Source: an optimization exercise on an open RTL-to-GDS flow (aim: small area). Production flows keep margins and buffers that such runs may drop. The RTL was checked by simulation tests, not by an equivalence proof against the original design. No activity file was given, so power comes from the tool's default toggle rates.

**design/flow/flow/run.sh**
```bash
#!/bin/bash
# Own layout flow, built on the standard flow (standard.sh):
#  2. the synthesis runs again with own_synth.tcl: the same script, but ABC maps
#     the logic with abc_area_nf.script and no adder cells are placed;
#  4. the rest of the standard flow runs, with the port buffers made from the
#     smallest buffer cell and a clock tree of small clock buffers without
#     dummy loads.
# Each tool's full output goes to a log file in this folder.
set -euo pipefail
W=$(pwd)
RES=$W/orfs/results/$FLOW_PLATFORM/imu_tilt_and_gyro_rate_core/base
LOGS=$W/orfs/logs/$FLOW_PLATFORM/imu_tilt_and_gyro_rate_core/base

bash standard.sh synth > synth_standard.log 2>&1
mkdir -p ref_synth
cp $RES/1_2_yosys.v $RES/1_2_yosys.sdc $RES/1_synth.odb $RES/1_synth.sdc ref_synth/
cp $LOGS/1_2_yosys.log ref_synth/1_2_yosys.log

rm -f $RES/1_2_yosys.v $RES/1_2_yosys.sdc $RES/1_synth.odb $RES/1_synth.sdc
if ADDER_MAP_FILE= make -C "$FLOW_HOME" DESIGN_CONFIG=$W/config.mk WORK_HOME=$W/orfs \
      CLKGATE_MAP_FILE= SYNTH_SCRIPT=$W/flow/own_synth.tcl synth > synth_own.log 2>&1 \
   && python3 $W/flow/cmp_regs.py ref_synth/1_2_yosys.v $RES/1_2_yosys.v > regs_compare.log 2>&1; then
  echo "using the own synthesis" >> regs_compare.log
else
  echo "falling back to the standard synthesis" >> regs_compare.log
  cp ref_synth/1_2_yosys.v ref_synth/1_2_yosys.sdc ref_synth/1_synth.odb ref_synth/1_synth.sdc $RES/
fi
touch $RES/1_synth.odb $RES/1_synth.sdc

export BUFFER_PORTS_ARGS="-buffer_cell sky130_fd_sc_hd__buf_1"
export CTS_ARGS="-sink_clustering_enable -repair_clock_nets -dont_use_dummy_load -buf_list {sky130_fd_sc_hd__clkbuf_4} -sink_clustering_size 10 -sink_clustering_max_diameter 35"
bash standard.sh > standard_flow.log 2>&1
cp -r orfs/logs ./orfs_logs 2>/dev/null || true
```
**design/flow/flow/abc_area_nf.script**
```
strash
&get -n
&fraig -x
&put
dc2
strash
&get -n
&dch -f
&nf -R 1000
&put
strash
&get -n
&dch -f
&nf -R 1000
&put
strash
&get -n
&dch -f
&nf -R 1000
&put
```
**design/flow/flow/cmp_regs.py**
```python
import re, sys
def ffs(path):
    s = open(path).read()
    out = set()
    for m in re.finditer(r'^\s*(sky130_fd_sc_hd__(\w+?))\s+(\\\S+|\S+)\s*\(', s, re.M):
        cell, base, inst = m.group(1), m.group(2), m.group(3)
        if re.match(r'(e?df|sdf|dl)', base):
            out.add((re.sub(r'_\d+$', '', cell), inst))
    return out
a, b = ffs(sys.argv[1]), ffs(sys.argv[2])
print(len(a), len(b), "same" if a == b else "DIFFERENT")
if a != b:
    print(sorted(a - b)[:10]); print(sorted(b - a)[:10])
    sys.exit(1)
```
**design/flow/flow/own_synth.tcl**
```tcl
# The standard synthesis script (synth_recipe.tcl), with one change: the
# combinational logic is mapped by ABC with abc_area_nf.script (next to this
# file) instead of ORFS's area script. Registers are mapped before ABC runs,
# so they come out as in the standard synthesis.
proc synth {args} { yosys synth -nofsm -noshare {*}$args }
set ::own_abc_script [file join [file dirname [file normalize [info script]]] abc_area_nf.script]
proc own_abc_script_trace {name1 name2 op} {
  upvar #0 abc_args a
  set i [lsearch -exact $a -script]
  if { $i >= 0 && [lindex $a [expr {$i + 1}]] ne $::own_abc_script } {
    lset a [expr {$i + 1}] $::own_abc_script
  }
}
trace add variable ::abc_args write own_abc_script_trace
source $::env(SCRIPTS_DIR)/synth.tcl
# left out here: clear keep_hierarchy, flatten, clean up, hide names made inside functions, write 1_2_yosys.v
```
**design/flow/standard.sh**
```bash
#!/bin/bash
# synth_recipe.tcl (not shown) runs the flow's synth.tcl, then flattens the netlist and writes it again
# the make line also repeats each setting of config.mk as NAME=value (left out here)
make -C /OpenROAD-flow-scripts/flow DESIGN_CONFIG=/design/flow/config.mk WORK_HOME=/design/flow/orfs CLKGATE_MAP_FILE= SYNTH_SCRIPT=/design/flow/synth_recipe.tcl "${@:-finish}"
```
**design/flow/config.mk**
```make
export PLATFORM = sky130hd
export DESIGN_NAME = imu_tilt_and_gyro_rate_core
export DESIGN_NICKNAME = imu_tilt_and_gyro_rate_core
export VERILOG_FILES = /design/flow/design.v
export SDC_FILE = /design/flow/constraint.sdc
export NUM_CORES = 4
export LEC_CHECK = 0
export ABC_AREA = 1
export CAP_MARGIN = 20
export CORE_MARGIN = 2
export CORE_UTILIZATION = 50
export SLEW_MARGIN = 20
```
**design/flow/constraint.sdc**
```tcl
create_clock -name core_clock -period 11.0 [get_ports {clk}]
set_input_delay 2.2000 -clock core_clock [delete_from_list [all_inputs] [get_ports {clk}]]
set_output_delay 2.2000 -clock core_clock [all_outputs]
set_load 0.01 [all_outputs]
```
**design/flow/design.v**
```verilog
`default_nettype none
package itgr_pkg;
    localparam logic [3:0] P_IDLE  = 4'd0;
    localparam logic [3:0] P_ZERO  = 4'd1;
    localparam logic [3:0] P_CSUM  = 4'd2;
    localparam logic [3:0] P_DLOAD = 4'd3;
    localparam logic [3:0] P_DIV   = 4'd4;
    localparam logic [3:0] P_BWR   = 4'd5;
    localparam logic [3:0] P_SQ    = 4'd6;
    localparam logic [3:0] P_SQRT  = 4'd7;
    localparam logic [3:0] P_CLOAD = 4'd8;
    localparam logic [3:0] P_CORD  = 4'd9;
    localparam logic [3:0] P_SCALE = 4'd10;
    localparam logic [3:0] P_FINAL = 4'd11;
    localparam logic [3:0] P_RD    = 4'd12;
    localparam logic [3:0] P_RM    = 4'd13;
    localparam logic [3:0] P_ACC   = 4'd15;
    localparam logic [3:0] P_RQ    = 4'd14;
endpackage
`default_nettype wire
`default_nettype none
module itgr_cordic (
    input  wire logic [3:0] step,
    input  wire logic [4:0] bit_idx,
    output logic            tab_bit
);
    logic [25:0] tab_raw;
    always_comb
    begin
        case (step)
            4'd0:   tab_raw = 26'd47185920;
            4'd1:   tab_raw = 26'd27855475;
            4'd2:   tab_raw = 26'd14718068;
            4'd3:   tab_raw = 26'd7471121;
            4'd4:   tab_raw = 26'd3750058;
            4'd5:   tab_raw = 26'd1876857;
            4'd6:   tab_raw = 26'd938658;
            4'd7:   tab_raw = 26'd469357;
            4'd8:   tab_raw = 26'd234682;
            4'd9:   tab_raw = 26'd117342;
            4'd10:  tab_raw = 26'd58671;
            4'd11:  tab_raw = 26'd29335;
            4'd12:  tab_raw = 26'd14668;
            4'd13:  tab_raw = 26'd7334;
            4'd14:  tab_raw = 26'd3667;
            default: tab_raw = 26'd1833;
        endcase
    end
    assign tab_bit = (bit_idx < 5'd26) ? tab_raw[bit_idx] : 1'b0;
endmodule
`default_nettype wire
`default_nettype none
import itgr_pkg::*;
module imu_tilt_and_gyro_rate_core (
    input  wire logic         clk,
    input  wire logic         rst_n,
    input  wire logic         s_tvalid,
    output logic              s_tready,
    input  wire logic [95:0]  s_tdata,
    input  wire logic [1:0]   s_tuser,
    output logic              m_tvalid,
    input  wire logic         m_tready,
    output logic [103:0]      m_tdata,
    output logic [2:0]        m_tuser,
    input  wire logic         cfg_valid,
    output logic              cfg_ready,
    input  wire logic [1:0]   cfg_index,
    input  wire logic [9:0]   cfg_data
);
    logic [3:0]  ph;
    logic [5:0]  j6;           
    logic [6:0]  j;
    assign j = {1'b0, j6};
    logic [4:0]  k;
    logic [1:0]  m;
    logic        pr;           
    logic [1:0]  pa;           
    logic [4:0]  pb;           
    logic [7:0]  calib_reg;
    logic [9:0]  gain_reg;
    logic [7:0]  count_reg;
    logic        flag_reg;
    logic        bzero, bzarm;         
    logic        m_tvalid_reg;
    logic [2:0]  user_reg;
    logic [71:0] sumr, biar;
    logic [15:0] f_roll;
    logic [14:0] f_pitch;
    logic        se;
    logic [23:0] f_rx, f_ry, f_rz;
    logic        xe;
    logic [1:0]  ye;
    logic [4:0]  ze;
    logic        c0, c1, c2;           
    logic [1:0]  c3;                   
    logic        seen0;                
    logic        d1, d2;               
    logic        dq1;                  
    logic        nb, qd;               
    logic        qb;                   
    logic        abit;                 
    logic        yneg, ynz, ynz_acc, zneg, rneg;
    logic        dneg, bsign;
    logic        gt;
    logic signed [15:0] ax, ay, az;
    logic [7:0]  target;
    assign ax = s_tdata[15:0];
    assign ay = s_tdata[31:16];
    assign az = s_tdata[47:32];
    assign target = (calib_reg == 8'd0) ? 8'd1 : calib_reg;
    function automatic logic [1:0] fadd(input logic a, input logic b, input logic c);
        fadd = {(a & b) | (a & c) | (b & c), a ^ b ^ c};
    endfunction
    logic [2:0]  in_word;
    logic [6:0]  in_pos, in_off, in_d;
    logic [3:0]  in_idx;
    logic [15:0] in_w;
    logic        in_raw, in_low, in_bit;
    always_comb
    begin
        in_word = 3'd0;
        in_pos  = j;
        in_off  = 7'd0;
        unique case (ph)
            P_CSUM:
                in_word = {1'b0, m} + 3'd3;
            P_RD:
            begin
                in_word = {1'b0, m} + 3'd3;
                in_off  = 7'd4;
            end
            P_RM:
            begin
                in_word = {1'b0, m} + 3'd3;
                in_off  = 7'd11;
            end
            P_SQ:
            begin
                in_word = m[0] ? 3'd2 : 3'd1;
                in_off  = (j == 7'd0) ? 7'd0 : {2'b00, k};
                in_pos  = (j == 7'd0) ? {2'b00, k} : j;
            end
            default:    
            begin
                in_word = !m[0] ? 3'd2 : (pr ? 3'd1 : 3'd0);
                in_off  = 7'd8;
            end
        endcase
        in_d   = in_pos - in_off;
        in_low = (in_pos < in_off);
        in_idx = (in_d > 7'd15) ? 4'd15 : in_d[3:0];
        case (in_word)
            3'd0:    in_w = s_tdata[15:0];
            3'd1:    in_w = s_tdata[31:16];
            3'd2:    in_w = s_tdata[47:32];
            3'd3:    in_w = s_tdata[63:48];
            3'd4:    in_w = s_tdata[79:64];
            default: in_w = s_tdata[95:80];
        endcase
        in_raw = in_w[in_idx];
        in_bit = in_low ? 1'b0 : in_raw;
    end
    logic ysp, xsp, ypos, fsp, spneg;
    logic [15:0] kconst, cconst;
    localparam logic [28:0] Z180P = 29'd188743680;
    localparam logic [28:0] Z180N = 29'd0 - 29'd188743680;
    logic sn0;
    assign sn0 = (j == 7'd0) ? 1'b0 : seen0;
    always_comb
    begin
        if (!pr)
        begin
            ysp  = (ax == 16'sd0);
            xsp  = (ay == 16'sd0) && (az == 16'sd0);
            ypos = ax[15];
        end
        else
        begin
            ysp  = (ay == 16'sd0);
            xsp  = (az == 16'sd0);
            ypos = !ay[15];
        end
        fsp    = ysp || xsp;
        spneg  = !ysp && !ypos;
        kconst = ysp ? ((pr && az[15]) ? 16'd18000 : 16'd0) : 16'd9000;
        cconst = pr ? 16'd18000 : 16'd9000;
    end
    logic tab_bit;
    itgr_cordic u_tab (
        .step    (k[3:0]),
        .bit_idx (j[4:0]),
        .tab_bit (tab_bit)
    );
    logic [6:0] jlast;
    always_comb
    begin
        case (ph)
            P_CSUM:  jlast = 7'd23;
            P_DLOAD: jlast = 7'd28;
            P_DIV:   jlast = 7'd27;
            P_BWR:   jlast = 7'd23;
            P_SQRT:  jlast = 7'd29;
            P_CLOAD: jlast = 7'd28;
            P_CORD:  jlast = 7'd28;
            P_SCALE: jlast = 7'd36;
            P_FINAL: jlast = pr ? 7'd15 : 7'd14;
            P_RD:    jlast = 7'd23;
            P_RM:    jlast = 7'd29;
            P_RQ:    jlast = 7'd28;
            default: jlast = 7'd31;
        endcase
    end
    logic jend, syncp, stall, act;
    assign jend  = (j == jlast);
    logic [1:0] sync_pa;
    logic [4:0] sync_pb;
    always_comb
    begin
        sync_pa = m;
        sync_pb = 5'd0;
        if (ph == P_RM)
        begin
            sync_pa = (m == 2'd0) ? 2'd2 : m - 2'd1;
            sync_pb = 5'd17;
        end
    end
    assign syncp = (ph == P_CSUM || ph == P_DLOAD || ph == P_BWR || ph == P_RD || ph == P_RM);
    assign stall = syncp && (j == 7'd0) && !((pb == sync_pb) && (pa == sync_pa));
    assign act   = !stall;
    assign s_tready  = (ph == P_ACC);
    assign cfg_ready = 1'b1;
    assign m_tvalid  = m_tvalid_reg;
    assign m_tuser   = user_reg;
    assign m_tdata   = {flag_reg, f_rz, f_ry, f_rx, f_pitch, f_roll};
    logic [1:0] s_dv, s_pm, s_rq, s_csum, s_dload, s_sq, s_sqrt, s_x, s_y, s_z, s_rd, s_rr;
    logic [2:0] s3;
    logic       sum_h, bias_h;
    logic       b_sq_op, b_sq_a, sq_abit, sq_inv;
    logic       sqrt_s, sqrt_rsh, sqrt_t, q_new;
    logic       tapx, tapy, dir, opx, opy, opz;
    logic       ld_src, ld_neg, ld_v, ld_z;
    logic       sc_c, sc_t2, sc_t5, sc_t6, sc_p, sc_m, sc_r;
    logic       fin_v, fin_o;
    logic       rm_dc, rm_sn, rm_m, rm_p;
    logic       rf_v, rs_c;
    logic       dl_raw, dl_s, dl_h;
    logic       dv_n, dv_sh;
    logic       bw_q, bw_v;
    logic [6:0] jk;
    assign sum_h  = bzero ? 1'b0 : sumr[0];
    assign bias_h = bzero ? 1'b0 : biar[0];
    always_comb
    begin
        s_csum = fadd(sum_h, in_bit, (j == 7'd0) ? 1'b0 : c0);
        dl_raw  = (j >= 7'd4 && j <= 7'd27) ? sumr[68] : 1'b0;
        dl_s    = dl_raw ^ (dneg & sn0);
        dl_h    = (j < 7'd7) ? target[j[2:0] + 3'd1] : 1'b0;
        s_dload = fadd(dl_s, dl_h, (j == 7'd0) ? 1'b0 : c0);
        dv_n  = (j < 7'd8) ? target[j[2:0]] : 1'b0;
        dv_sh = (j == 7'd0) ? nb : ((k == 5'd1) ? 1'b0 : dq1);
        s_dv  = fadd(dv_sh, rneg ? dv_n : ~dv_n, (j == 7'd0) ? ~rneg : c0);
        bw_q = ze[4];
        bw_v = (j <= 7'd20) ? (bw_q ^ (dneg & sn0)) : bsign;
        sq_abit = (j == 7'd0) ? in_raw : abit;
        sq_inv  = (k == 5'd15);
        b_sq_a  = (m == 2'd0 && k == 5'd0) ? 1'b0 : f_roll[0];
        b_sq_op = sq_abit & (sq_inv ^ ((j < {2'b00, k}) ? 1'b0 : in_raw));
        s_sq    = fadd(b_sq_a, b_sq_op, (j == 7'd0) ? (sq_abit & sq_inv) : c0);
        sqrt_s   = (k < 5'd16) ? f_pitch[14] : 1'b0;
        sqrt_rsh = (j < 7'd2) ? sqrt_s : ((k == 5'd0) ? 1'b0 : d2);
        if (j == 7'd0)
            sqrt_t = 1'b1;
        else if (j == 7'd1)
            sqrt_t = rneg;
        else
            sqrt_t = f_rx[23];    
        s_sqrt = fadd(sqrt_rsh, rneg ? sqrt_t : ~sqrt_t, (j == 7'd0) ? ~rneg : c0);
        q_new  = (j == 7'd0) ? qb : dq1;
        if (!m[0])
        begin
            ld_src = pr ? in_bit : q_new;
            ld_neg = pr && az[15];
        end
        else
        begin
            ld_src = in_bit;
            ld_neg = !pr || az[15];
        end
        ld_v = ld_src ^ (ld_neg & sn0);
        if (!pr || !az[15])
            ld_z = 1'b0;
        else if (!ay[15])
            ld_z = Z180P[j[4:0]];
        else
            ld_z = Z180N[j[4:0]];
        jk   = {2'b00, k} + j;
        dir  = !yneg && ynz;
        tapy = (jk > 7'd25) ? yneg : f_ry[k[3:0]];
        tapx = (jk > 7'd24) ? 1'b0 : f_rx[k[3:0]];
        opx  = dir ? tapy : ~tapy;
        opy  = dir ? ~tapx : tapx;
        opz  = dir ? tab_bit : ~tab_bit;
        s_x  = fadd(f_rx[0], opx, (j == 7'd0) ? ~dir : c0);
        s_y  = fadd(f_ry[0], opy, (j == 7'd0) ? dir : c1);
        s_z  = fadd(f_rz[0], opz, (j == 7'd0) ? ~dir : c2);
        sc_t2 = (j < 7'd2) ? 1'b0 : (j > 7'd30) ? zneg : ze[3];
        sc_t5 = (j < 7'd5) ? 1'b0 : (j > 7'd33) ? zneg : ze[0];
        sc_t6 = (j < 7'd6) ? 1'b0 : (j > 7'd34) ? zneg : f_rz[23];
        s3    = {2'b00, sc_t2} + {2'b00, sc_t5} + {2'b00, sc_t6} + {1'b0, (j == 7'd0) ? 2'b00 : c3};
        sc_p  = s3[0];
        sc_m  = sc_p ^ (zneg & sn0);
        s_rr  = fadd(sc_m, (j == 7'd19), (j == 7'd0) ? 1'b0 : c1);
        sc_r  = s_rr[0];
        sc_c  = (j >= 7'd20 && j < 7'd36) ? cconst[4'(j - 7'd20)] : 1'b0;
        if (fsp)
            fin_v = kconst[j[3:0]];
        else if (gt)
            fin_v = cconst[j[3:0]];
        else
            fin_v = pr ? f_roll[0] : f_pitch[0];
        if (j[3:0] == 4'd15)
            fin_v = 1'b0;
        fin_o = fin_v ^ ((fsp ? spneg : zneg) & sn0);
        rm_dc = (ph == P_RM) ? ((j == 7'd7) ? 1'b1 : c0) : ((j == 7'd0) ? 1'b1 : c0);
        s_rd  = fadd(in_bit, ~bias_h, rm_dc);
        rm_sn = (j == 7'd7) ? 1'b0 : seen0;
        rm_m  = (j < 7'd7) ? 1'b0 : (s_rd[0] ^ (dneg & rm_sn));
        rm_p  = (k == 5'd0 || j == 7'd29) ? 1'b0 : f_rz[0];
        s_pm  = fadd(rm_p, rm_m & gain_reg[k[3:0]], (j == 7'd0) ? 1'b0 : c1);
        s_rq  = fadd(f_rz[1], (j == 7'd0) ? f_rz[0] : c1, 1'b0);
        if (gt)
            rf_v = dneg ? (j == 7'd23) : (j != 7'd23);
        else
            rf_v = s_rq[0] ^ (dneg & sn0);
        rs_c = dneg ? (j == 7'd1 || j == 7'd25) : (j <= 7'd24);
    end
    logic rs_en, roll_en, pitch_en, rs_in, roll_in, pitch_in;
    logic rx_en, ry_en, rz_en, rx_in, ry_in, rz_in;
    logic fx_en, fy_en, fz_en, fr_in;
    always_comb
    begin
        rs_en = 1'b0; roll_en = 1'b0; pitch_en = 1'b0;
        rs_in = 1'b0; roll_in = 1'b0; pitch_in = 1'b0;
        rx_en = 1'b0; ry_en = 1'b0; rz_en = 1'b0;
        rx_in = 1'b0; ry_in = 1'b0; rz_in = 1'b0;
        fx_en = 1'b0; fy_en = 1'b0; fz_en = 1'b0; fr_in = 1'b0;
        unique case (ph)
            P_ZERO:
            begin
                rs_en = 1'b1;
                fx_en = 1'b1; fy_en = 1'b1; fz_en = 1'b1;
            end
            P_DLOAD:
            begin
                rz_en = act;
                rz_in = s_dload[0];
            end
            P_DIV:
            begin
                rz_en = 1'b1;
                rz_in = (j == 7'd27) ? qd : f_rz[0];
                rx_en = (k != 5'd0) && (j < 7'd25);
                rx_in = s_dv[0];
            end
            P_BWR:
            begin
                rz_en = act;
                rz_in = f_rz[0];
            end
            P_SQ:
            begin
                rs_en = 1'b1;
                rs_in = s_sq[0];
            end
            P_SQRT:
            begin
                rs_en = (j < 7'd30);
                rs_in = f_roll[0];
                ry_en = (j < 7'd26);
                ry_in = s_sqrt[0];
                rx_en = (j < 7'd25);
                rx_in = q_new;
            end
            P_CLOAD:
            begin
                rx_en = !m[0] && (j < 7'd25);
                rx_in = ld_v;
                ry_en = m[0] && (j < 7'd26);
                ry_in = ld_v;
                rz_en = !m[0];
                rz_in = ld_z;
            end
            P_CORD:
            begin
                rx_en = (j < 7'd25);
                rx_in = s_x[0];
                ry_en = (j < 7'd26);
                ry_in = s_y[0];
                rz_en = 1'b1;
                rz_in = s_z[0];
            end
            P_SCALE:
            begin
                rz_en    = 1'b1;
                rz_in    = f_rz[0];
                roll_en  = pr && (j >= 7'd20) && (j < 7'd36);
                pitch_en = !pr && (j >= 7'd20) && (j < 7'd35);
                roll_in  = sc_r;
                pitch_in = sc_r;
            end
            P_FINAL:
            begin
                roll_en  = pr;
                pitch_en = !pr;
                roll_in  = fin_o;
                pitch_in = fin_o;
            end
            P_RM:
            begin
                rz_en = act;
                rz_in = s_pm[0];
            end
            P_RQ:
            begin
                rz_en = 1'b1;
                rz_in = (m == 2'd2) ? rf_v : f_rz[0];
                fx_en = (m == 2'd0) && (j < 7'd24);
                fy_en = (m == 2'd1) && (j < 7'd24);
                fr_in = rf_v;
            end
            default:
            begin
            end
        endcase
    end
    always_ff @(posedge clk)
    begin
        if (rs_en)
        begin
            f_roll  <= {f_pitch[0], f_roll[15:1]};
            f_pitch <= {se, f_pitch[14:1]};
            se      <= rs_in;
        end
        if (roll_en)
            f_roll <= {roll_in, f_roll[15:1]};
        if (pitch_en)
            f_pitch <= {pitch_in, f_pitch[14:1]};
        if (rx_en)
        begin
            f_rx <= {xe, f_rx[23:1]};
            xe   <= rx_in;
        end
        else if (fx_en)
            f_rx <= {fr_in, f_rx[23:1]};
        if (ry_en)
        begin
            f_ry <= {ye[0], f_ry[23:1]};
            ye   <= {ry_in, ye[1]};
        end
        else if (fy_en)
            f_ry <= {fr_in, f_ry[23:1]};
        if (rz_en)
        begin
            f_rz <= {ze[0], f_rz[23:1]};
            ze   <= {rz_in, ze[4:1]};
        end
        else if (fz_en)
            f_rz <= {fr_in, f_rz[23:1]};
    end
    logic sum_in, bias_in;
    assign sum_in  = (ph == P_CSUM && act) ? s_csum[0] : sum_h;
    assign bias_in = (ph == P_BWR && act) ? bw_v : bias_h;
    always_ff @(posedge clk)
    begin
        sumr <= {sum_in, sumr[71:1]};
        biar <= {bias_in, biar[71:1]};
    end
    always_ff @(posedge clk or negedge rst_n)
    begin
        if (!rst_n)
        begin
            ph           <= P_IDLE;
            pa           <= '0;
            pb           <= '0;
            calib_reg    <= 8'd60;
            gain_reg     <= 10'd70;
            count_reg    <= '0;
            flag_reg     <= 1'b0;
            bzero        <= 1'b1;
            bzarm        <= 1'b1;
            m_tvalid_reg <= 1'b0;
        end
        else
        begin
            if (pb == 5'd23 && pa == 2'd2)
            begin
                if (bzarm)
                    bzarm <= 1'b0;
                else
                    bzero <= 1'b0;
            end
            if (pb == 5'd23)
            begin
                pb <= '0;
                pa <= (pa == 2'd2) ? 2'd0 : pa + 2'd1;
            end
            else
                pb <= pb + 5'd1;
            if (cfg_valid)
            begin
                if (cfg_index == 2'd0)
                    calib_reg <= cfg_data[7:0];
                else if (cfg_index == 2'd1)
                    gain_reg <= cfg_data;
            end
            if (ph == P_ACC)
                m_tvalid_reg <= 1'b1;
            else if (m_tready)
                m_tvalid_reg <= 1'b0;
            unique case (ph)
                P_IDLE:
                begin
                    if (s_tvalid && !m_tvalid_reg)
                    begin
                        case (s_tuser)
                            2'd1: ph <= P_SQ;
                            2'd0:
                            begin
                                if (count_reg < target)
                                begin
                                    count_reg <= count_reg + 8'd1;
                                    ph        <= P_CSUM;
                                end
                                else
                                    ph <= P_ZERO;
                            end
                            2'd2:
                            begin
                                ph        <= P_ZERO;
                                bzero     <= 1'b1;
                                bzarm     <= 1'b1;
                                count_reg <= '0;
                                flag_reg  <= 1'b0;
                            end
                            default: ph <= P_ZERO;
                        endcase
                    end
                end
                P_ZERO:
                    if (jend)
                        ph <= P_ACC;
                P_CSUM:
                    if (act && jend && m == 2'd2)
                        ph <= (count_reg == target) ? P_DLOAD : P_ZERO;
                P_DLOAD:
                    if (act && jend)
                    begin
                        ph <= P_DIV;
                    end
                P_DIV:
                    if (jend)
                    begin
                        if (k == 5'd28)
                            ph <= P_BWR;
                    end
                P_BWR:
                    if (act && jend)
                    begin
                        if (m == 2'd2)
                        begin
                            flag_reg <= 1'b1;
                            ph       <= P_ZERO;
                        end
                        else
                            ph <= P_DLOAD;
                    end
                P_SQ:
                    if (jend)
                    begin
                        if (k == 5'd15)
                        begin
                            if (m == 2'd1)
                            begin
                                ph <= P_SQRT;
                            end
                        end
                    end
                P_SQRT:
                    if (jend)
                    begin
                        if (k == 5'd23)
                            ph <= P_CLOAD;
                    end
                P_CLOAD:
                    if (jend)
                    begin
                        if (m[0])
                        begin
                            ph <= P_CORD;
                        end
                    end
                P_CORD:
                    if (jend)
                    begin
                        if (k == 5'd15)
                            ph <= P_SCALE;
                    end
                P_SCALE:
                    if (jend)
                        ph <= P_FINAL;
                P_FINAL:
                    if (jend)
                    begin
                        ph <= pr ? P_RD : P_CLOAD;
                    end
                P_RD:
                    if (act && jend)
                    begin
                        ph <= P_RM;
                    end
                P_RM:
                    if (act && jend)
                    begin
                        if (k == 5'd9)
                            ph <= P_RQ;
                    end
                P_RQ:
                    if (jend)
                        ph <= (m == 2'd2) ? P_ACC : P_RD;
                P_ACC:
                    ph <= P_IDLE;
                default:
                    ph <= P_IDLE;
            endcase
        end
    end
    logic [4:0] k_next;
    always_ff @(posedge clk or negedge rst_n)
    begin
        if (!rst_n)
            k <= '0;
        else
            k <= k_next;
    end
    always_ff @(posedge clk)
    begin
        if (ph == P_IDLE || ph == P_ACC)
            j6 <= '0;
        else if (act)
            j6 <= jend ? 6'd0 : j6 + 6'd1;
        unique case (ph)
            P_IDLE:
            begin
                m  <= '0;
                pr <= 1'b0;
            end
            P_CSUM:
                if (act && jend)
                    m <= (m == 2'd2) ? 2'd0 : m + 2'd1;
            P_BWR:
                if (act && jend)
                    m <= m + 2'd1;
            P_SQ:
                if (jend && k == 5'd15)
                    m <= m[0] ? 2'd0 : m + 2'd1;
            P_CLOAD:
                if (jend)
                    m <= m[0] ? 2'd0 : m + 2'd1;
            P_FINAL:
                if (jend)
                begin
                    pr <= 1'b1;
                    m  <= '0;
                end
            P_RQ:
                if (jend)
                    m <= m + 2'd1;
            default:
            begin
            end
        endcase
    end
    always_comb
    begin
        k_next = k;
        unique case (ph)
            P_IDLE:
                k_next = '0;
            P_DLOAD:
                if (act && jend)
                    k_next = '0;
            P_RD:
                if (act && jend)
                    k_next = '0;
            P_DIV:
                if (jend)
                    k_next = k + 5'd1;
            P_SQRT:
                if (jend)
                    k_next = k + 5'd1;
            P_CORD:
                if (jend)
                    k_next = k + 5'd1;
            P_SQ:
                if (jend)
                    k_next = (k == 5'd15) ? 5'd0 : k + 5'd1;
            P_CLOAD:
                if (jend && m[0])
                    k_next = '0;
            P_RM:
                if (act && jend)
                    k_next = k + 5'd1;
            default:
            begin
            end
        endcase
    end
    logic ybit;
    assign ybit = (ph == P_CLOAD) ? ld_v : s_y[0];
    always_ff @(posedge clk)
    begin
        d1  <= f_ry[0];
        d2  <= d1;
        dq1 <= (ph == P_SQRT && k == 5'd0) ? 1'b0 : f_rx[0];
        c3   <= s3[2:1];
        ynz_acc <= (j < 7'd26) ? (((j == 7'd0) ? 1'b0 : ynz_acc) | ybit) : ynz_acc;
        unique case (ph)
            P_CSUM:  c0 <= s_csum[1];
            P_DLOAD: c0 <= s_dload[1];
            P_DIV:   c0 <= s_dv[1];
            P_RM:    c0 <= s_rd[1];
            P_SQ:    c0 <= s_sq[1];
            P_SQRT:  c0 <= s_sqrt[1];
            P_RD:    c0 <= s_rd[1];
            default: c0 <= s_x[1];
        endcase
        unique case (ph)
            P_SCALE: c1 <= s_rr[1];
            P_RM:    c1 <= s_pm[1];
            P_RQ:    c1 <= s_rq[1];
            default: c1 <= s_y[1];
        endcase
        c2 <= s_z[1];
        unique case (ph)
            P_DLOAD: seen0 <= sn0 | dl_raw;
            P_BWR:   seen0 <= sn0 | bw_q;
            P_CLOAD: seen0 <= sn0 | ld_src;
            P_SCALE: seen0 <= sn0 | sc_p;
            P_FINAL: seen0 <= sn0 | fin_v;
            P_RM:    seen0 <= rm_sn | s_rd[0];
            default: seen0 <= sn0 | s_rq[0];
        endcase
    end
    always_ff @(posedge clk)
    begin
        unique case (ph)
            P_IDLE:
            begin
                rneg <= 1'b0;
                qb   <= 1'b0;
                if (s_tvalid && !m_tvalid_reg)
                begin
                    case (s_tuser)
                        2'd1:    user_reg <= 3'd2;
                        2'd0:    user_reg <= (count_reg < target) ? 3'd0 : 3'd4;
                        2'd2:    user_reg <= 3'd3;
                        default: user_reg <= 3'd4;
                    endcase
                end
            end
            P_CSUM:
                if (count_reg == target)
                    user_reg <= 3'd1;
            P_DLOAD:
                if (act && j == 7'd0)
                begin
                    dneg <= sumr[23];
                    rneg <= 1'b0;
                    qd   <= 1'b0;
                end
            P_DIV:
            begin
                if (j == 7'd27)
                    nb <= f_rz[0];
                if (j == 7'd24 && k != 5'd0)
                begin
                    rneg <= s_dv[0];
                    qd   <= ~s_dv[0];
                end
            end
            P_BWR:
                if (j == 7'd20)
                    bsign <= bw_v;
            P_SQ:
                if (j == 7'd0)
                    abit <= in_raw;
            P_SQRT:
                if (j == 7'd25)
                begin
                    rneg <= s_sqrt[0];
                    qb   <= ~s_sqrt[0];
                end
            P_CLOAD:
                if (j == 7'd28)
                begin
                    if (m[0])
                    begin
                        yneg <= ye[1];
                        ynz  <= ynz_acc;
                    end
                    else
                        zneg <= ld_z;
                end
            P_CORD:
                if (j == 7'd28)
                begin
                    yneg <= ye[1];
                    ynz  <= ynz_acc;
                    zneg <= s_z[0];
                end
            P_SCALE:
                if (j >= 7'd20)
                    gt <= (sc_r & ~sc_c) | (~(sc_r ^ sc_c) & ((j == 7'd20) ? 1'b0 : gt));
            P_RD:
                if (act && j == 7'd23)
                    dneg <= s_rd[0];
            P_RM:
                if (act && k == 5'd9 && j != 7'd0)
                    gt <= (s_pm[0] & ~rs_c) | (~(s_pm[0] ^ rs_c) & ((j == 7'd1) ? 1'b1 : gt));
            default:
            begin
            end
        endcase
    end
endmodule
`default_nettype wire
```
==> flow_summary.ini, run 1 <==
[finish]
reg_top3 = biar: 72 flops, sumr: 72 flops
layout-drive-gt1-share = 0.0531
design_area_sq_um = 15400
final_nets = 1660
final_cell_count_no_fill = 1886
area_delta_synth_final_pct = 13.1

[worst_setup_path]
crit_top_cell = a21oi_1
setup.worst_path.start = j6[3]
crit_cells = 29
critPathRequiredTime_ns = 11.38
path_class = register to register
critPathLaunchType = register
crit_arrival_ns = 7.45
worstPathMaxFanout = 21
reg2reg_slack_ns = 3.93
worst_setup_path_end_kind = register
cp_slowest_stage_delay_ns = 0.59
critPathTopFamily = simple AND/OR/NAND/NOR gates
reg2reg_from = j6[3]
reg2reg_depth = 29
slowest_stage = or3_1
endpoint = gt
critPathBufInv = 0
r2r_end = gt

[synthesis]
synth-seq-cells = 335
async_reset_ff_frac = 0.137
synthTopCellsByArea = edfxtp_1 (29%), dfxtp_1 (23%), dfrtp_1 (6.8%)
synth.most_common_cell = dfxtp_1
synthCells = 1254
ys_top_cells_by_count = dfxtp_1 (159), nand2_1 (141), edfxtp_1 (130), nor2_1 (123), a21oi_1 (99)
syn_nets = 1369
synth_top_area_cell = edfxtp_1
synth_flop_cell = dfxtp_1
netlist-cell-type-count = 56
synth.cell_area_sq_um = 13600
synth_edf_count = 130
yosysSeqAreaShare = 0.607
yosysWarningCount = 2
synth_top_area_share = 0.287
postSynthAreaPerCell_sq_um = 10.8

[drt]
postRouteAntennaNets = 0
drt_iter0_drc = 1378
drt-total-wl_microns = 43400
vias = 11656
wl_per_cell_microns = 23.0
drc = 0
firstDrtPassIters = 10
viasPerCell = 6.18

[clock_tree]
cts_setup_buffers = 0
cts_hold_buf = 0
clock_latency_ns = 0.71
clockRootBuffer = clkbuf_4
ctsLongestPathBuffers = 3
cts_buffers = 49
cts_tree = yes
cts_resized = 0
path_clk_slew_ns = 0.10
htreeDepth = 2
clkSinkCount = 335

[global_route]
antenna_found_initial = 2
grt_usage = 0.295
overflow = 0
grt_pass1_wl_microns = 63900
grt_pass1_vias = 10918
grt_start_max_net_pins = 47

[run]
drv_cap = 0

[floorplan]
fp.coreArea_sq_um = 26800
row_count = 60
die_w_microns = 169
fp.dieH_microns = 169
start_util = 0.507
ioPinCount = 225
dieArea_sq_um = 28500

[sta]
fin_skew_ns = 0.107
final-setup-viol-count = 0
whs_ns = 0.290
drv_slew = 0
rsz0062_at_grt = false
fin_setup_tns_ns = 0
finalCriticalPeriod_ns = 7.07
hold_viol_final = 0
min_period_over_period = 0.642
max_slew_margin = 0.230
max_freq_mhz = 142
tightestPinTransition_ns = 1.14

[placed_design]
placed_cell_area_sq_um = 15000
post-dp-hpwl_microns = 31900
numPortBuffers = 223
dp.cells = 1835
gp_congestion = 0.999

[pwr]
total_power_w = 0.00501
p_per_area_nw_per_um2 = 325
p_leak_nw = 5.46
ir_drop_v = 0.000145

[worst_hold_path]
hold_path.class = register to register
hold_start = biar[52]

[outcome]
status = no timing/DRC/antenna violations
[cells in the final DEF (no fill, tap or decap), types with 7 or more instances in the layout]
master,netlist,layout
a211oi_1,8,8
a21o_1,11,11
a21oi_1,99,99
a222oi_1,21,21
a22oi_1,26,26
a31oi_1,17,17
and3_1,9,9
buf_1,0,222
buf_4,2,19
clkbuf_4,0,49
clkinv_1,23,23
dfrtp_1,37,37
dfstp_2,9,9
dfxtp_1,159,159
edfxtp_1,130,130
maj3_1,8,8
mux2_1,23,23
mux2i_1,9,9
nand2_1,141,140
nand2b_1,16,16
nand3_1,35,35
nand4_1,12,12
nor2_1,123,123
nor2b_1,21,20
nor3_1,26,25
nor4_1,22,21
o211ai_1,12,12
o21ai_0,77,76
o22ai_1,35,35
o31ai_1,9,9
or3_1,7,7
xnor2_1,43,43
xor2_1,18,18
[per-stage QoR]
stage / utilization / setup WS, ns
CTS: 0.573 / 4.04
finish: 0.574 / 3.93
global route: 0.574 / 3.20
floorplan: - / 5.02
global placement: 0.559 / 4.30
detailed placement: 0.559 / 4.07
[kinds of logic after synthesis]
logic type,share of synthesized area
AO/OA/AOI/OAI,0.168
XOR/XNOR,0.0393
adder cells (fa/ha/maj),0.00589
buffers and inverters,0.00745
flip-flops,0.607
multiplexers,0.0257
other,0.000276
AND/OR/NAND/NOR,0.146
[layer usage]
layer  global-route usage  up-vias  share of wire
li1                     -     5316              -
met3               0.0519      120          0.089
met2                0.467      680           0.45
met4                0.124        0          0.040
met1                0.402     5540           0.42
met5                    0        -              0
[report_power, final]
part | leakage [nW] | internal [W] | switching (W)
Sequential | 3.06 | 0.00182 | 0.000322
Combinational | 2.18 | 0.000756 | 0.00153
Clock | 0.225 | 0.000203 | 0.000374
Total | 5.46 | 0.00278 | 0.00223
[final cells by class]
| cell class | instances | area [sq um] |
|---|---|---|
| fill | 2400 | 11400 |
| timing repair buffer | 242 | 981 |
| clock buffer | 49 | 368 |
| antenna | 2 | 5.00 |
| inverter | 23 | 86.3 |
| tap | 341 | 427 |
| multi-input combinational | 894 | 5260 |
| sequential | 335 | 8250 |
[worst min-delay path by stage]
| stage | endpoint | slack, ns | depth (start not counted) |
|---|---|---|---|
| 3_5_place_dp | biar[42] | 0.31 | 0 |
| 6_report | biar[51] | 0.29 | 0 |
| 2_1_floorplan | biar[0] | 0.31 | 0 |
| 4_1_cts | sumr[33] | 0.30 | 0 |
| 3_3_place_gp | sumr[68] | 0.31 | 0 |
| 5_1_grt | sumr[33] | 0.31 | 0 |
==> run 2, diff against run 1 <==
--- a/design/flow/config.mk
+++ b/design/flow/config.mk
@@ -11,2 +11,3 @@
 export CORE_UTILIZATION = 50
+export GPL_TIMING_DRIVEN = 0
 export SLEW_MARGIN = 20
==> run 2 against run 1 <==
  * Clock power down 2%
  * Critical path type unchanged
  * Final cell count down 0.85%
  * Setup slack worse by 1.9 ns
  * Still clean
  * Highest routed layer unchanged
  * First-iteration DRC count down 12%
  * Global-route usage down 1.2 points
  * Via count down 1.1%
  * Utilization down 0.34 points
  * Power down 0.78%
  * Sequential power about the same
  * Cell area down 0.59%
==> flow_summary.ini, run 2 <==
[outcome]
status = no timing/DRC/antenna violations

[worst_hold_path]
whs_path_depth = 0
hold_path.class = register to register
hold_start = biar[28]
whs_endpoint = biar[27]

[placed_design]
post-dp-hpwl_microns = 29600
place_ws_ns = 2.15
numPortBuffers = 223
gp_congestion = 1.01
dp.cells = 1820

[synthesis]
synth_top_area_cell = edfxtp_1
netlist-cell-type-count = 56
synthCells = 1254
synthMuxAreaShare = 0.0257
synth_flop_cell = dfxtp_1
synth.most_common_cell = dfxtp_1
synth_compound_area_frac = 0.168
synthTopCellsByArea = edfxtp_1 (29%), dfxtp_1 (23%), dfrtp_1 (6.8%)
synth.cell_area_sq_um = 13600
yosysWarningCount = 2
syn_nets = 1369
synth_fa_ha_area_frac = 0.00589
postSynthAreaPerCell_sq_um = 10.8
yosys.area_share.simple = 0.146
ys_top_cells_by_count = dfxtp_1 (159), nand2_1 (141), edfxtp_1 (130), nor2_1 (123), a21oi_1 (99)
synth_top_family_by_area = compound AO/OA/AOI/OAI gates
yosysSeqAreaShare = 0.607
synth-seq-cells = 335
synth_edf_count = 130
async_reset_ff_frac = 0.137
synth_xor_area_frac = 0.0393
synth_top_area_share = 0.287

[pwr]
p_int_w = 0.00276
pwr-share-clk = 0.115
sequentialPowerShare = 0.435
p_comb_frac = 0.451
p_per_area_nw_per_um2 = 325
ir_drop_v = 0.000138
p_sw_frac = 0.445
switchingPower_w = 0.00221
p_leak_nw = 5.39

[worst_setup_path]
r2r_end = gt
worstPathMaxFanout = 22
worst_setup_path_end_kind = register
crit_arrival_ns = 9.31
reg2reg_depth = 29
critPathRequiredTime_ns = 11.33
path_class = register to register
reg2reg_from = j6[3]
critPathLaunchType = register
reg2reg_slack_ns = 2.02
cp_slowest_stage_delay_ns = 0.84
crit_top_cell = a21oi_1
slowest_stage = nor3_1

[clock_tree]
htreeDepth = 2
clock_latency_ns = 0.68
clockRootBuffer = clkbuf_4
path_clk_slew_ns = 0.10
cts_buffers = 48
clkSinkCount = 335
ctsLongestPathBuffers = 3
cts_setup_buffers = 0
cts_hold_buf = 0
cts_tree = yes
cts_resized = 0

[finish]
layout-drive-gt1-share = 0.0465
fillCellCount = 2415
final_nets = 1644
reg_top3 = biar: 72 flops, sumr: 72 flops
final_cell_count_no_fill = 1870
mostFrequentLayoutCell = buf_1
final_cell_mix = buf_1 (222), dfxtp_1 (159), nand2_1 (140), edfxtp_1 (130), nor2_1 (120)
area_delta_synth_final_pct = 12.4
utilization = 0.570

[sta]
whs_ns = 0.328
max_freq_mhz = 111
setup_slack_ns = 2.02
drv_slew = 0
rsz0062_at_grt = false
fin_setup_tns_ns = 0
finalCriticalPeriod_ns = 8.98
final-setup-viol-count = 0
min_period_over_period = 0.816
tightestPinTransition_ns = 1.17
max_slew_margin = 0.215
fin_skew_ns = 0.0828
hold_viol_final = 0

[drt]
drc = 0
drt-total-wl_microns = 41200
vias = 11523
firstDrtPassIters = 8
postRouteAntennaNets = 0
viasPerCell = 6.16
drt_iter0_drc = 1218
wl_per_cell_microns = 22.0

[global_route]
grt_pass1_wl_microns = 62100
grt_start_max_net_pins = 29
antenna_found_initial = 1
overflow = 0
grt_usage = 0.283
grt_pass1_vias = 10724

[floorplan]
dieArea_sq_um = 28500
die_w_microns = 169
ioPinCount = 225
start_util = 0.507
row_count = 60
fp.dieH_microns = 169
fp.coreArea_sq_um = 26800

[run]
drv_cap = 0
run 2: cell counts after synthesis:
No cell type changed its count.
run 2: final cells by class:
cell class                 instances  area, sq um  area share
sequential                       335         8250       0.540
antenna                            2         5.00    0.000327
multi-input combinational        894         5280       0.345
buffer                             2         15.0    0.000982
timing repair buffer             225          866      0.0566
tap                              341          427      0.0279
clock buffer                      48          360      0.0236
inverter                          23         86.3     0.00565
run 2: power groups by stage:
stage,clock [W],combinational [W],sequential [W]
6_report,0.000569,0.00224,0.00216
3_5_place_dp,0,0.00218,0.00217
4_1_cts,0.000594,0.00219,0.00215
5_1_grt,0.000637,0.00242,0.00221
2_1_floorplan,0,0.00140,0.00215
3_3_place_gp,0,0.00216,0.00216
run 2: worst max-delay path by stage:
stage                from    end  slack (ns)
floorplan           j6[3]     gt        5.02
global placement    j6[3]  ze[4]        2.29
detailed placement  j6[3]     gt        2.15
CTS                 j6[3]     gt        2.11
global route        j6[3]     gt        1.74
finish              j6[3]     gt        2.02
run 2: cells by family after synthesis:
logic type	after synthesis
AND/OR/NAND/NOR	433
AO/OA/AOI/OAI	359
flip-flops	335
XOR/XNOR	61
multiplexers	32
buffers and inverters	25
adder cells (fa/ha/maj)	8
other	1
run 2: layer usage:
metal / wire (microns) / part of all wire / vias to the layer above / GRT usage
li1: - / - / 5292 / -
met1: 17300 / 0.42 / 5476 / 0.391
met2: 18600 / 0.45 / 657 / 0.437
met3: 3690 / 0.090 / 98 / 0.0578
met4: 1590 / 0.039 / 0 / 0.121
met5: 0 / 0 / - / 0
run 2: metrics by stage:
| step | cell area (sq um) | power (W) |
|---|---|---|
| finish | 15300 | 0.00497 |
| global route | 15300 | 0.00527 |
| floorplan | 13600 | 0.00354 |
| detailed placement | 14900 | 0.00435 |
| global placement | 14900 | 0.00432 |
| CTS | 15300 | 0.00494 |
run 2: worst max-delay path, delay by kind of cell (launching register included):
family / cells / cell delay [ns]
and+or+nand+nor: 9 / 3.84
buffers and inverters: 1 / 0.24
DFF: 1 / 0.65
AOI/OAI and AO/OA: 11 / 1.68
muxes: 2 / 0.54
xor gates and xnor gates: 6 / 1.70
==> run 3, diff against run 2 <==
--- a/design/flow/design.v
+++ b/design/flow/design.v
@@ -98,8 +98,4 @@
     logic        dq1;                  
-    logic        nb, qd;               
-    logic        qb;                   
-    logic        abit;                 
-    logic        yneg, ynz, ynz_acc, zneg, rneg;
-    logic        dneg, bsign;
-    logic        gt;
+    logic        sb, sg, yg, rz;
+    logic        ynz_acc;
     logic signed [15:0] ax, ay, az;
@@ -255,3 +251,3 @@
         dl_raw  = (j >= 7'd4 && j <= 7'd27) ? sumr[68] : 1'b0;
-        dl_s    = dl_raw ^ (dneg & sn0);
+        dl_s    = dl_raw ^ (sg & sn0);
         dl_h    = (j < 7'd7) ? target[j[2:0] + 3'd1] : 1'b0;
@@ -259,7 +255,7 @@
         dv_n  = (j < 7'd8) ? target[j[2:0]] : 1'b0;
-        dv_sh = (j == 7'd0) ? nb : ((k == 5'd1) ? 1'b0 : dq1);
-        s_dv  = fadd(dv_sh, rneg ? dv_n : ~dv_n, (j == 7'd0) ? ~rneg : c0);
+        dv_sh = (j == 7'd0) ? sb : ((k == 5'd1) ? 1'b0 : dq1);
+        s_dv  = fadd(dv_sh, rz ? dv_n : ~dv_n, (j == 7'd0) ? ~rz : c0);
         bw_q = ze[4];
-        bw_v = (j <= 7'd20) ? (bw_q ^ (dneg & sn0)) : bsign;
-        sq_abit = (j == 7'd0) ? in_raw : abit;
+        bw_v = (j <= 7'd20) ? (bw_q ^ (sg & sn0)) : sb;
+        sq_abit = (j == 7'd0) ? in_raw : sb;
         sq_inv  = (k == 5'd15);
@@ -273,7 +269,7 @@
         else if (j == 7'd1)
-            sqrt_t = rneg;
+            sqrt_t = rz;
         else
             sqrt_t = f_rx[23];    
-        s_sqrt = fadd(sqrt_rsh, rneg ? sqrt_t : ~sqrt_t, (j == 7'd0) ? ~rneg : c0);
-        q_new  = (j == 7'd0) ? qb : dq1;
+        s_sqrt = fadd(sqrt_rsh, rz ? sqrt_t : ~sqrt_t, (j == 7'd0) ? ~rz : c0);
+        q_new  = (j == 7'd0) ? ((ph == P_SQRT && k == 5'd0) ? 1'b0 : sb) : dq1;
         if (!m[0])
@@ -296,4 +292,4 @@
         jk   = {2'b00, k} + j;
-        dir  = !yneg && ynz;
-        tapy = (jk > 7'd25) ? yneg : f_ry[k[3:0]];
+        dir  = !yg && rz;
+        tapy = (jk > 7'd25) ? yg : f_ry[k[3:0]];
         tapx = (jk > 7'd24) ? 1'b0 : f_rx[k[3:0]];
@@ -305,8 +301,8 @@
         s_z  = fadd(f_rz[0], opz, (j == 7'd0) ? ~dir : c2);
-        sc_t2 = (j < 7'd2) ? 1'b0 : (j > 7'd30) ? zneg : ze[3];
-        sc_t5 = (j < 7'd5) ? 1'b0 : (j > 7'd33) ? zneg : ze[0];
-        sc_t6 = (j < 7'd6) ? 1'b0 : (j > 7'd34) ? zneg : f_rz[23];
+        sc_t2 = (j < 7'd2) ? 1'b0 : (j > 7'd30) ? sg : ze[3];
+        sc_t5 = (j < 7'd5) ? 1'b0 : (j > 7'd33) ? sg : ze[0];
+        sc_t6 = (j < 7'd6) ? 1'b0 : (j > 7'd34) ? sg : f_rz[23];
         s3    = {2'b00, sc_t2} + {2'b00, sc_t5} + {2'b00, sc_t6} + {1'b0, (j == 7'd0) ? 2'b00 : c3};
         sc_p  = s3[0];
-        sc_m  = sc_p ^ (zneg & sn0);
+        sc_m  = sc_p ^ (sg & sn0);
         s_rr  = fadd(sc_m, (j == 7'd19), (j == 7'd0) ? 1'b0 : c1);
@@ -316,3 +312,3 @@
             fin_v = kconst[j[3:0]];
-        else if (gt)
+        else if (yg)
             fin_v = cconst[j[3:0]];
@@ -322,3 +318,3 @@
             fin_v = 1'b0;
-        fin_o = fin_v ^ ((fsp ? spneg : zneg) & sn0);
+        fin_o = fin_v ^ ((fsp ? spneg : sg) & sn0);
         rm_dc = (ph == P_RM) ? ((j == 7'd7) ? 1'b1 : c0) : ((j == 7'd0) ? 1'b1 : c0);
@@ -326,3 +322,3 @@
         rm_sn = (j == 7'd7) ? 1'b0 : seen0;
-        rm_m  = (j < 7'd7) ? 1'b0 : (s_rd[0] ^ (dneg & rm_sn));
+        rm_m  = (j < 7'd7) ? 1'b0 : (s_rd[0] ^ (sg & rm_sn));
         rm_p  = (k == 5'd0 || j == 7'd29) ? 1'b0 : f_rz[0];
@@ -330,7 +326,7 @@
         s_rq  = fadd(f_rz[1], (j == 7'd0) ? f_rz[0] : c1, 1'b0);
-        if (gt)
-            rf_v = dneg ? (j == 7'd23) : (j != 7'd23);
+        if (yg)
+            rf_v = sg ? (j == 7'd23) : (j != 7'd23);
         else
-            rf_v = s_rq[0] ^ (dneg & sn0);
-        rs_c = dneg ? (j == 7'd1 || j == 7'd25) : (j <= 7'd24);
+            rf_v = s_rq[0] ^ (sg & sn0);
+        rs_c = sg ? (j == 7'd1 || j == 7'd25) : (j <= 7'd24);
     end
@@ -360,3 +356,3 @@
                 rz_en = 1'b1;
-                rz_in = (j == 7'd27) ? qd : f_rz[0];
+                rz_in = (j == 7'd27) ? sb : f_rz[0];
                 rx_en = (k != 5'd0) && (j < 7'd25);
@@ -758,4 +754,4 @@
             begin
-                rneg <= 1'b0;
-                qb   <= 1'b0;
+                rz <= 1'b0;
+                sb   <= 1'b0;
                 if (s_tvalid && !m_tvalid_reg)
@@ -776,5 +772,5 @@
                 begin
-                    dneg <= sumr[23];
-                    rneg <= 1'b0;
-                    qd   <= 1'b0;
+                    sg <= sumr[23];
+                    rz <= 1'b0;
+                    sb   <= 1'b0;
                 end
@@ -783,7 +779,7 @@
                 if (j == 7'd27)
-                    nb <= f_rz[0];
+                    sb <= f_rz[0];
                 if (j == 7'd24 && k != 5'd0)
                 begin
-                    rneg <= s_dv[0];
-                    qd   <= ~s_dv[0];
+                    rz <= s_dv[0];
+                    sb   <= ~s_dv[0];
                 end
@@ -792,6 +788,6 @@
                 if (j == 7'd20)
-                    bsign <= bw_v;
+                    sb <= bw_v;
             P_SQ:
                 if (j == 7'd0)
-                    abit <= in_raw;
+                    sb <= in_raw;
             P_SQRT:
@@ -799,4 +795,4 @@
                 begin
-                    rneg <= s_sqrt[0];
-                    qb   <= ~s_sqrt[0];
+                    rz <= s_sqrt[0];
+                    sb   <= ~s_sqrt[0];
                 end
@@ -807,7 +803,7 @@
                     begin
-                        yneg <= ye[1];
-                        ynz  <= ynz_acc;
+                        yg <= ye[1];
+                        rz  <= ynz_acc;
                     end
                     else
-                        zneg <= ld_z;
+                        sg <= ld_z;
                 end
@@ -816,5 +812,5 @@
                 begin
-                    yneg <= ye[1];
-                    ynz  <= ynz_acc;
-                    zneg <= s_z[0];
+                    yg <= ye[1];
+                    rz  <= ynz_acc;
+                    sg <= s_z[0];
                 end
@@ -822,9 +818,9 @@
                 if (j >= 7'd20)
-                    gt <= (sc_r & ~sc_c) | (~(sc_r ^ sc_c) & ((j == 7'd20) ? 1'b0 : gt));
+                    yg <= (sc_r & ~sc_c) | (~(sc_r ^ sc_c) & ((j == 7'd20) ? 1'b0 : yg));
             P_RD:
                 if (act && j == 7'd23)
-                    dneg <= s_rd[0];
+                    sg <= s_rd[0];
             P_RM:
                 if (act && k == 5'd9 && j != 7'd0)
-                    gt <= (s_pm[0] & ~rs_c) | (~(s_pm[0] ^ rs_c) & ((j == 7'd1) ? 1'b1 : gt));
+                    yg <= (s_pm[0] & ~rs_c) | (~(s_pm[0] ^ rs_c) & ((j == 7'd1) ? 1'b1 : yg));
             default:
==> run 3 against run 2 <==
  * Final cell count rose by 1.3%
  * Synthesized cell count rose by 1.5%
  * Still clean
  * Fmax fell by 3.7%
  * Sequential share of layout area fell by 1.0 points
  * Die area fell by 1.1%
  * Cell area fell by 0.63%
  * Critical path type unchanged
  * Via count rose by 2.0%
==> flow_summary.ini, run 3 <==
[worst_setup_path]
crit_top_cell = a21oi_1
setup.worst_path.start = j6[0]
critPathRequiredTime_ns = 11.37
critPathBufInv = 3
cp_slowest_stage_delay_ns = 1.05
slowest_stage = dfxtp_1
reg2reg_from = j6[0]
worstPathMaxFanout = 22
critPathTopFamily = compound AO/OA/AOI/OAI gates
worst_setup_path_end_kind = register
r2r_end = yg
endpoint = yg
crit_arrival_ns = 9.69
critPathLaunchType = register
crit_cells = 27
path_class = register to register
reg2reg_depth = 27
reg2reg_slack_ns = 1.68

[synthesis]
synth_edf_count = 123
synth_top_area_cell = edfxtp_1
postSynthAreaPerCell_sq_um = 10.6
syn_nets = 1388
synth-seq-cells = 328
synth_flop_cell = dfxtp_1
synthCells = 1273
synthTopCellsByArea = edfxtp_1 (27%), dfxtp_1 (24%), dfrtp_1 (6.9%)
netlist-cell-type-count = 61
async_reset_ff_frac = 0.140
synth_top_area_share = 0.275
yosysWarningCount = 2
ys_top_cells_by_count = dfxtp_1 (159), nand2_1 (156), edfxtp_1 (123), nor2_1 (111), a21oi_1 (105)
synth.cell_area_sq_um = 13400
yosysSeqAreaShare = 0.598
synth.most_common_cell = dfxtp_1

[floorplan]
ioPinCount = 225
fp.coreArea_sq_um = 26700
start_util = 0.504
row_count = 60
fp.dieH_microns = 168
die_w_microns = 168
dieArea_sq_um = 28200

[sta]
max_freq_mhz = 107
finalCriticalPeriod_ns = 9.32
fin_setup_tns_ns = 0
drv_slew = 0
fin_skew_ns = 0.0923
whs_ns = 0.264
rsz0062_at_grt = false
max_slew_margin = 0.226
final-setup-viol-count = 0
hold_viol_final = 0
min_period_over_period = 0.847
tightestPinTransition_ns = 1.15

[global_route]
grt_pass1_wl_microns = 61800
grt_start_max_net_pins = 40
antenna_found_initial = 2
overflow = 0
grt_usage = 0.284
grt_pass1_vias = 10947

[drt]
wl_per_cell_microns = 21.7
firstDrtPassIters = 8
vias = 11750
postRouteAntennaNets = 0
drc = 0
drt_iter0_drc = 1339
drt-total-wl_microns = 41100
viasPerCell = 6.20

[finish]
reg_top3 = biar: 72 flops, sumr: 72 flops
final_nets = 1669
design_area_sq_um = 15200
mostFrequentLayoutCell = buf_1
utilization = 0.570
area_delta_synth_final_pct = 13.0
layout-drive-gt1-share = 0.0515
final_cell_mix = buf_1 (222), dfxtp_1 (158), nand2_1 (156), edfxtp_1 (123), nor2_1 (110)

[clock_tree]
clkSinkCount = 328
htreeDepth = 2
cts_tree = yes
path_clk_slew_ns = 0.09
clockRootBuffer = clkbuf_4
cts_setup_buffers = 0
cts_buffers = 51
ctsLongestPathBuffers = 3
cts_resized = 0
cts_hold_buf = 0
clock_latency_ns = 0.70

[worst_hold_path]
hold_start = biar[12]
hold_path.class = register to register

[run]
drv_cap = 0

[placed_design]
gp_congestion = 1.02
numPortBuffers = 223
placed_cell_area_sq_um = 14800
post-dp-hpwl_microns = 29800

[pwr]
p_per_area_nw_per_um2 = 332
total_power_w = 0.00505
p_sw_frac = 0.450
pwr-share-clk = 0.114
p_leak_nw = 5.39
sequentialPowerShare = 0.431
ir_drop_v = 0.000154
p_int_w = 0.00278
p_comb_frac = 0.454
switchingPower_w = 0.00227

[outcome]
status = no timing/DRC/antenna violations
-- run 3: cell type report --
| type | count | area, sq um |
|---|---|---|
| inverter | 29 | 109 |
| timing repair buffer | 228 | 888 |
| sequential | 328 | 8040 |
| tap | 341 | 427 |
| antenna | 2 | 5.00 |
| buffer | 2 | 15.0 |
| fill | 2422 | 11500 |
| multi-input combinational | 914 | 5320 |
| clock buffer | 51 | 383 |
-- run 3: through the flow --
step           cells  setup WS [ns]
2_1_floorplan   1273           4.63
3_3_place_gp    1837           2.03
3_5_place_dp    1842           2.04
4_1_cts         1893           1.92
5_1_grt         1895           1.16
6_report        1895           1.68
-- run 3: per-layer routing --
layer  global-route usage  vias to the layer above  part of all wire
li1                     -                     5359                 -
met1                0.403                     5601              0.43
met2                0.424                      653              0.44
met3               0.0609                      135             0.091
met4                0.119                        2             0.038
met5                    0                        -           0.00022
-- run 3: worst reg2reg max path, cell delays in order (launching register included) --
cell,delay [ns]
dfxtp_1,1.05
clkinv_1,0.75
nand2_1,0.88
nor2_1,0.19
a21oi_1,0.29
clkinv_1,0.10
maj3_1,0.39
o21ai_0,0.28
clkinv_1,0.11
a21oi_1,0.25
o22ai_1,0.10
a21oi_1,0.26
xnor2_1,0.21
nand2_1,0.13
nor3_1,0.72
o211ai_1,0.19
a21oi_1,0.19
a311oi_1,0.06
a21oi_1,0.37
a21boi_0,0.96
xnor2_1,0.34
xor2_1,0.24
and3_1,0.21
nor2_1,0.13
xor2_1,0.22
o21ai_0,0.13
a32oi_1,0.15
o21ai_0,0.11
-- run 3: logic make-up after synthesis --
family | count (synthesis) | share of synthesized area
adders and majority gates | 5 | 0.00372
buffers and inverters | 31 | 0.00922
other | 1 | 0.000279
muxes | 23 | 0.0187
AOI/OAI and AO/OA | 370 | 0.174
DFF | 328 | 0.598
and+or+nand+nor | 456 | 0.158
xor gates and xnor gates | 59 | 0.0385
-- run 3: worst min-delay path by stage --
stage	to	depth (start not counted)
after detailed placement	sumr[40]	0
after CTS	biar[11]	0
after global placement	biar[11]	0
after global routing	biar[11]	0
after floorplan	biar[0]	0
final	biar[11]	0
-- run 3: power groups by stage --
stage,Sequential [W],Clock [W],Combinational (W)
after floorplan,0.00215,0,0.00143
after global placement,0.00218,0,0.00222
after detailed placement,0.00219,0,0.00224
after CTS,0.00217,0.000606,0.00225
after global routing,0.00223,0.000651,0.00248
final,0.00218,0.000577,0.00229
==> run 4, diff against run 3 <==
--- a/design/flow/design.v
+++ b/design/flow/design.v
@@ -94,8 +94,5 @@
     logic        c0, c1, c2;           
-    logic [1:0]  c3;                   
     logic        seen0;                
-    logic        d1, d2;               
     logic        dq1;                  
     logic        sb, sg, yg, rz;
-    logic        ynz_acc;
     logic signed [15:0] ax, ay, az;
@@ -265,3 +262,3 @@
         sqrt_s   = (k < 5'd16) ? f_pitch[14] : 1'b0;
-        sqrt_rsh = (j < 7'd2) ? sqrt_s : ((k == 5'd0) ? 1'b0 : d2);
+        sqrt_rsh = (j < 7'd2) ? sqrt_s : ((k == 5'd0) ? 1'b0 : c2);    
         if (j == 7'd0)
@@ -304,3 +301,3 @@
         sc_t6 = (j < 7'd6) ? 1'b0 : (j > 7'd34) ? sg : f_rz[23];
-        s3    = {2'b00, sc_t2} + {2'b00, sc_t5} + {2'b00, sc_t6} + {1'b0, (j == 7'd0) ? 2'b00 : c3};
+        s3    = {2'b00, sc_t2} + {2'b00, sc_t5} + {2'b00, sc_t6} + {1'b0, (j == 7'd0) ? 2'b00 : {c2, c0}};
         sc_p  = s3[0];
@@ -713,11 +710,5 @@
     end
-    logic ybit;
-    assign ybit = (ph == P_CLOAD) ? ld_v : s_y[0];
     always_ff @(posedge clk)
     begin
-        d1  <= f_ry[0];
-        d2  <= d1;
         dq1 <= (ph == P_SQRT && k == 5'd0) ? 1'b0 : f_rx[0];
-        c3   <= s3[2:1];
-        ynz_acc <= (j < 7'd26) ? (((j == 7'd0) ? 1'b0 : ynz_acc) | ybit) : ynz_acc;
         unique case (ph)
@@ -730,2 +721,3 @@
             P_RD:    c0 <= s_rd[1];
+            P_SCALE: c0 <= s3[1];
             default: c0 <= s_x[1];
@@ -733,2 +725,3 @@
         unique case (ph)
+            P_SQRT:  c1 <= f_ry[0];
             P_SCALE: c1 <= s_rr[1];
@@ -738,3 +731,3 @@
         endcase
-        c2 <= s_z[1];
+        c2 <= (ph == P_SCALE) ? s3[2] : (ph == P_SQRT) ? c1 : s_z[1];
         unique case (ph)
@@ -745,2 +738,3 @@
             P_FINAL: seen0 <= sn0 | fin_v;
+            P_CORD:  seen0 <= (j < 7'd26) ? (sn0 | s_y[0]) : seen0;
             P_RM:    seen0 <= rm_sn | s_rd[0];
@@ -804,3 +798,3 @@
                         yg <= ye[1];
-                        rz  <= ynz_acc;
+                        rz  <= seen0;
                     end
@@ -813,3 +807,3 @@
                     yg <= ye[1];
-                    rz  <= ynz_acc;
+                    rz  <= seen0;
                     sg <= s_z[0];
==> run 4 against run 3 <==
  * Final cell count is 1.6% lower
  * Flip-flop and latch count down 5
  * First-iteration DRC count increased by 17%
  * Critical endpoint unchanged
  * Power down 3.7%
  * Highest routed layer is now met4
  * Sequential share of layout area rose by 0.28 points
  * Setup slack better by 0.99 ns
  * Die area fell by 1.5%
  * Fmax grew 12%
  * Utilization increased by 0.26 points
==> flow_summary.ini, run 4 <==
[outcome]
status = no timing/DRC/antenna violations

[sta]
hold_viol_final = 0
tightestPinTransition_ns = 1.17
final-setup-viol-count = 0
max_freq_mhz = 120
fin_setup_tns_ns = 0
finalCriticalPeriod_ns = 8.33
min_period_over_period = 0.757
setup_slack_ns = 2.67
max_slew_margin = 0.214
rsz0062_at_grt = false
drv_slew = 0
fin_skew_ns = 0.0961

[global_route]
grt_pass1_vias = 10994
antenna_found_initial = 5
overflow = 0
grt_usage = 0.299
grt_start_max_net_pins = 31
grt_pass1_wl_microns = 64500

[synthesis]
synth_top_family_by_area = compound AO/OA/AOI/OAI gates
synthCells = 1252
synth_xor_area_frac = 0.0371
synth.most_common_cell = dfxtp_1
synth_edf_count = 123
yosys.area_share.simple = 0.160
syn_nets = 1367
async_reset_ff_frac = 0.142
synth_top_area_share = 0.279
synthTopCellsByArea = edfxtp_1 (28%), dfxtp_1 (23%), dfrtp_1 (7.0%)
synth_compound_area_frac = 0.171
synth_fa_ha_area_frac = 0.00378
synth_top_area_cell = edfxtp_1
synth_flop_cell = dfxtp_1
yosysSeqAreaShare = 0.600
ys_top_cells_by_count = dfxtp_1 (154), nand2_1 (136), edfxtp_1 (123), nor2_1 (123), a21oi_1 (108)
postSynthAreaPerCell_sq_um = 10.6
netlist-cell-type-count = 60
synthMuxAreaShare = 0.0199
yosysWarningCount = 2
synth-seq-cells = 323
synth.cell_area_sq_um = 13200

[drt]
viasPerCell = 6.21
drt_iter0_drc = 1573
firstDrtPassIters = 8
drt-total-wl_microns = 42300
drc = 0
wl_per_cell_microns = 22.7
postRouteAntennaNets = 0
vias = 11586

[floorplan]
fp.coreArea_sq_um = 26100
fp.dieH_microns = 167
ioPinCount = 225
start_util = 0.508
die_w_microns = 167
row_count = 59
dieArea_sq_um = 27800

[worst_hold_path]
whs_path_depth = 0
whs_endpoint = sumr[70]
hold_path.class = register to register
hold_start = sumr[71]

[placed_design]
dp.cells = 1815
post-dp-hpwl_microns = 31200
place_ws_ns = 2.96
gp_congestion = 1.00
numPortBuffers = 223

[finish]
final_cell_mix = buf_1 (222), dfxtp_1 (153), nand2_1 (136), edfxtp_1 (123), nor2_1 (120)
reg_top3 = biar: 72 flops, sumr: 72 flops
area_delta_synth_final_pct = 12.8
final_nets = 1642
final_cell_count_no_fill = 1865
layout-drive-gt1-share = 0.0452
utilization = 0.573
mostFrequentLayoutCell = buf_1

[clock_tree]
cts_tree = yes
cts_resized = 0
ctsLongestPathBuffers = 3
clock_latency_ns = 0.68
htreeDepth = 2
clkSinkCount = 323
cts_setup_buffers = 0
path_clk_slew_ns = 0.09
cts_hold_buf = 0
clockRootBuffer = clkbuf_4
cts_buffers = 45

[pwr]
switchingPower_w = 0.00219
p_leak_nw = 5.23
sequentialPowerShare = 0.432
ir_drop_v = 0.000187
p_int_w = 0.00268
p_comb_frac = 0.457
p_per_area_nw_per_um2 = 326
p_sw_frac = 0.450
pwr-share-clk = 0.111

[run]
drv_cap = 0

[worst_setup_path]
critPathLaunchType = register
critPathRequiredTime_ns = 11.38
worst_setup_path_end_kind = register
worstPathMaxFanout = 17
crit_arrival_ns = 8.71
reg2reg_slack_ns = 2.67
path_class = register to register
reg2reg_from = j6[2]
reg2reg_depth = 27
r2r_end = yg
run 4: cell types whose count changed in the layout (fill, tap and decap cells not counted), moves of 7 or more:
cell | before | now
a211oi_1 | 11 | 4
nor2_1 | 110 | 120
nand3_1 | 34 | 48
o211ai_1 | 16 | 7
o21ai_0 | 83 | 94
nand2_1 | 156 | 136
a222oi_1 | 20 | 29
run 4: area by class of cell:
cell class	count	area [sq um]
Multi-Input combinational cell	902	5210
Timing Repair Buffer	228	897
Clock buffer	45	338
Fill cell	2359	11100
Sequential cell	323	7940
Antenna cell	5	12.5
Inverter	25	93.8
Buffer	2	15.0
Tap cell	335	419
run 4: power groups by stage:
stage               Clock (W)  Sequential, W  Combinational (W)
floorplan                   0        0.00210            0.00136
global placement            0        0.00211            0.00213
detailed placement          0        0.00212            0.00216
global route         0.000611        0.00215            0.00240
finish               0.000539        0.00210            0.00222
CTS                  0.000563        0.00210            0.00217
run 4: worst max path at each step:
stage / startpoint / to / slack [ns]
detailed placement: j6[1] / yg / 2.96
CTS: j6[1] / yg / 2.94
global route: j6[2] / yg / 1.95
finish: j6[2] / yg / 2.67
floorplan: j6[1] / yg / 5.25
global placement: j6[2] / yg / 2.91
run 4: per-stage QoR:
step / power (W) / hold WS (ns) / area, sq um
detailed placement: 0.00428 / 0.312 / 14600
global route: 0.00515 / 0.285 / 14900
finish: 0.00486 / 0.280 / 14900
CTS: 0.00483 / 0.280 / 14900
global placement: 0.00424 / 0.310 / 14500
floorplan: 0.00345 / 0.310 / 13200
run 4: layer usage:
layer / up-vias / share of wire / global-route usage
met5: - / 0 / 0
met4: 0 / 0.053 / 0.153
met3: 132 / 0.10 / 0.0661
met2: 711 / 0.44 / 0.452
met1: 5437 / 0.41 / 0.407
li1: 5306 / - / -
run 4: kinds of logic (layout without fill, tap and decap cells):
group / Yosys count / count (layout)
and+or+nand+nor: 456 / 456
AOI/OAI and AO/OA: 360 / 360
DFF: 323 / 323
xor gates and xnor gates: 56 / 56
buffers and inverters: 27 / 300
muxes: 24 / 24
adders and majority gates: 5 / 5
other: 1 / 6
run 4: worst max-delay path, stage by stage (launching register included):
cell	delay, ns
dfxtp_1	0.57
nor2_1	0.37
nand2_1	0.20
nor3_1	0.75
nand2_1	0.70
nor2_1	0.35
a21oi_1	0.12
nor2_1	0.19
clkinv_1	0.08
a21oi_1	0.22
maj3_1	0.26
maj3_1	0.21
a21oi_1	0.11
xnor2_1	0.31
nand2_1	0.11
nor3_1	0.74
a32oi_1	0.28
a21oi_1	0.21
a22oi_1	0.17
a21oi_1	0.62
xnor2_1	0.30
xnor2_1	0.19
nor2_1	0.24
xor2_1	0.12
xnor2_1	0.32
o21ai_0	0.14
nand2_1	0.09
o211ai_1	0.08

Re-timed with assumed drivers on the ports (clkbuf_16 on the clock, buf_2 on other inputs), run 4 has 2.670 ns of setup slack against 2.670 ns with ideal ports, and 2.670 ns once port delays also move by the mid clock arrival of 0.681 ns.
